What follows belongs to an exercise in optimizing a design on an open flow for small area, a short achievable clock period and few clock cycles per item; a production flow would make more cautious choices.

== job 101 ==
## midpoint_ellipse_rasterizer_top
module midpoint_ellipse_rasterizer_top #(
  parameter int RADIUS_BITS = 10,
  parameter int COORD_BITS  = 11
) (
  input  wire logic                                   clk_i,
  input  wire logic                                   rst_ni,
  input  wire logic                                   cfg_we_i,
  input  wire logic [mer_pkg::CFG_IDX_W-1:0]          cfg_idx_i,
  input  wire logic [((COORD_BITS > RADIUS_BITS) ? COORD_BITS : RADIUS_BITS)-1:0] cfg_data_i,
  input  wire logic                                   in_valid_i,
  output logic                                        in_stall_o,
  input  wire logic                                   restart_i,
  output logic                                        out_valid_o,
  input  wire logic                                   out_stall_i,
  output logic signed [mer_pkg::PIX_W-1:0]            pixel_x_o,
  output logic signed [mer_pkg::PIX_W-1:0]            pixel_y_o,
  output logic                                        last_o,
  output logic                                        finished_o
);
  logic [10:0] cx_q, cy_q;
  logic [9:0]  rx_q, ry_q;
  always_ff @(posedge clk_i or negedge rst_ni) begin
    if (!rst_ni) begin
      cx_q <= 11'd200;
      cy_q <= 11'd200;
      rx_q <= 10'd150;
      ry_q <= 10'd50;
    end else if (cfg_we_i) begin
      case (cfg_idx_i)
        2'd0: cx_q <= cfg_data_i[10:0];
        2'd1: cy_q <= cfg_data_i[10:0];
        2'd2: rx_q <= cfg_data_i[9:0];
  ...
Size in the first run: roughly 1900 cells after synthesis, about 19000 um2 of cells after synthesis.
clock: 10.0 ns
lec_check: 0
cap_margin: 20
core_margin: 2
core_utilization: 40
cts_cluster_diameter: 70
cts_cluster_size: 20
setup_slack_margin: 5
slew_margin: 20
standard.sh (not shown) runs the stock make flow with config.mk's settings and CLKGATE_MAP_FILE= SYNTH_SCRIPT=/design/flow/synth_recipe.tcl, a recipe that flattens the netlist after the stock synthesis.
==> flow/flow/run.sh <==
#!/bin/bash
set -euo pipefail
bash standard.sh SETUP_SLACK_MARGIN=7.0 finish > standard_flow.log 2>&1
Inputs modified between job 101 and job 102:
--- a/flow/design.v
+++ b/flow/design.v
@@ -204,27 +204,21 @@
   assign opy = yen_q ? yq : 11'd0;
   assign opz = zq;
   assign dop   = den_q ? d_q[10:0] : 11'd0;
   assign s1    = dop ^ opx ^ opy;
   assign m1    = (dop & opx) | (dop & opy) | (opx & opy);
   assign c1v   = {m1[9:0], kb0 ? two_cin : c1_q};
   assign s2    = s1 ^ c1v ^ opz;
   assign m2    = (s1 & c1v) | (s1 & opz) | (c1v & opz);
   assign c2v   = {m2[9:0], !kb0 && c2_q};
-  logic [6:0] cpa_lo;
-  logic [6:0] cpa_h0;
-  logic [7:0] cpa_h1;
-  assign cpa_lo = {1'b0, s2[4:0], 1'b1} + {1'b0, c2v[4:0], kb0 ? sw1_b : cp_q};
-  assign cpa_h0 = {1'b0, s2[10:5]} + {1'b0, c2v[10:5]};
-  assign cpa_h1 = {1'b0, s2[10:5], 1'b1} + {1'b0, c2v[10:5], 1'b1};
-  assign cpa_w  = 13'd0;
-  assign dsum   = {cpa_lo[6] ? cpa_h1[6:1] : cpa_h0[5:0], cpa_lo[5:1]};
-  assign dco    = cpa_lo[6] ? cpa_h1[7] : cpa_h0[6];
+  assign cpa_w = {1'b0, s2, 1'b1} + {1'b0, c2v, kb0 ? sw1_b : cp_q};
+  assign dsum  = cpa_w[11:1];
+  assign dco   = cpa_w[12];
   logic [12:0] cmp_w;
   logic        sw_now;
   assign cmp_w  = {1'b0, sxnew, 1'b1} + {1'b0, ~synew, kb0 || cmp_q};
   assign sw_now = step_b && kb2 && cmp_w[12] && !reg2_q;
   logic reg2_n;
   logic       issue_sw1, issue_sw2, issue_i1, issue_i2, issue_step;
   always_comb begin
     issue_sw1  = 1'b0;
     issue_sw2  = 1'b0;
@@ -233,22 +227,28 @@
     issue_step = 1'b0;
     if (free_a) begin
       if (sw_now)          issue_sw1  = 1'b1;
       else if (sw2_q)      issue_sw2  = 1'b1;
       else if (init1_q)    issue_i1   = 1'b1;
       else if (init2_q)    issue_i2   = 1'b1;
       else if (pass_req_q) issue_step = 1'b1;
     end
   end
-  logic da_n, db_n, dfin;
-  assign dfin = act_b && kb3;
-  assign da_n = dfin ? (!reg2_q || dsum[10]) : da_q;
-  assign db_n = dfin ? (reg2_q || !dsum[10]) : db_q;
+  logic [2:0]  cin3, k3;
+  logic [10:0] top_w;
+  logic        sgn, dfin, da_n, db_n;
+  assign cin3  = {2'b00, c1_q} + {2'b00, c2_q} + {2'b00, cp_q};
+  assign k3    = cin3 - ((step_b && yen_q) ? 3'd1 : (sw1_b || sw2_b) ? 3'd2 : 3'd0);
+  assign top_w = dop + {{8{k3[2]}}, k3};
+  assign sgn   = top_w[10];
+  assign dfin  = act_b && kb3;
+  assign da_n  = dfin ? (!reg2_q || sgn) : da_q;
+  assign db_n  = dfin ? (reg2_q || !sgn) : db_q;
   assign reg2_n = reg2_q || issue_sw1;
   always_ff @(posedge clk_i or negedge rst_ni) begin
     if (!rst_ni) begin
       pend_q      <= 1'b0;
       pend_rs_q   <= 1'b0;
       step_q      <= 1'b0;
       em_q        <= 1'b0;
       em_fin_q    <= 1'b0;
       bcnt_q      <= 2'd0;
@@ -391,20 +391,20 @@
     c1_q  <= m1[10];
     c2_q  <= m2[10];
     cp_q  <= dco;
     cmp_q <= cmp_w[12];
     xq    <= x_n;
     yq    <= y_n;
     if (act_b) d_q <= {dsum, d_q[43:11]};
     da_q  <= da_n;
     db_q  <= db_n;
-    xen_q <= (dfin ? (!step_a || !reg2_q) : (!step_a || da_q)) || (dfin && dsum[10]);
-    yen_q <= (dfin ? (!step_a || reg2_q) : (!step_a || db_q)) || (dfin && !dsum[10]);
+    xen_q <= !step_a || da_n;
+    yen_q <= !step_a || db_n;
     b2_q  <= step_a && ka0 && db_n;
     den_q <= !i1_a;
     if (step_b && kb0) begin
       ca_q <= da_q;
       cb_q <= db_q;
     end
     if (rot_x) begin
       sx_q <= {sx_q[10:0], wb_x ? sxnew : sx_q[32:22], sx_q[21:11]};
     end else if (wb_x) begin
Results
Job 102 completed end to end with timing, DRC and antenna clean.
Final non-filler cell area: job 102 higher than job 101
Per the comparison of job 102 with job 101, total via count in the routed design now larger, area used by multi-input combinational logic higher, time the final worst path needs with I/O delays and setup -0.019 ns, fmax higher, CTS buffer count higher.
Between job 101 and job 102, synthesized cell count increased.
No run of this note included a check of the RTL's function; only the layout flow was run.

[what the ideal ports hide]
The flow's constraints put no driver on any port. The routed layouts listed below were extracted and timed again, unchanged, in two steps.
Step 1 (the two cells are an assumption about what drives the block):
set clk [get_ports {clk_i}]
set_driving_cell -lib_cell sky130_fd_sc_hd__clkbuf_16 $clk
set_driving_cell -lib_cell sky130_fd_sc_hd__buf_2 [delete_from_list [all_inputs] $clk]
Step 2 also shifts input and output timing later by t, the mid clock arrival at the registers, as if the neighbouring blocks saw the same clock.
Three values: no drivers, after step 1, after step 2; two values: the first two.
run | shift t [ns] | setup WS [ns] | worst setup path at the end | worst slew at a driven data input, ns
job 101 | 0.631 | 6.547 / 6.547 / 6.438 | input to register | 0.04
job 102 | 0.627 | 6.567 / 6.567 / 6.451 | input to register | 0.05
After both steps every run listed still meets setup and hold. For job 102, which loses most, drivers alone change the setup slack by 0.000 ns; drivers and shift together by -0.116 ns.
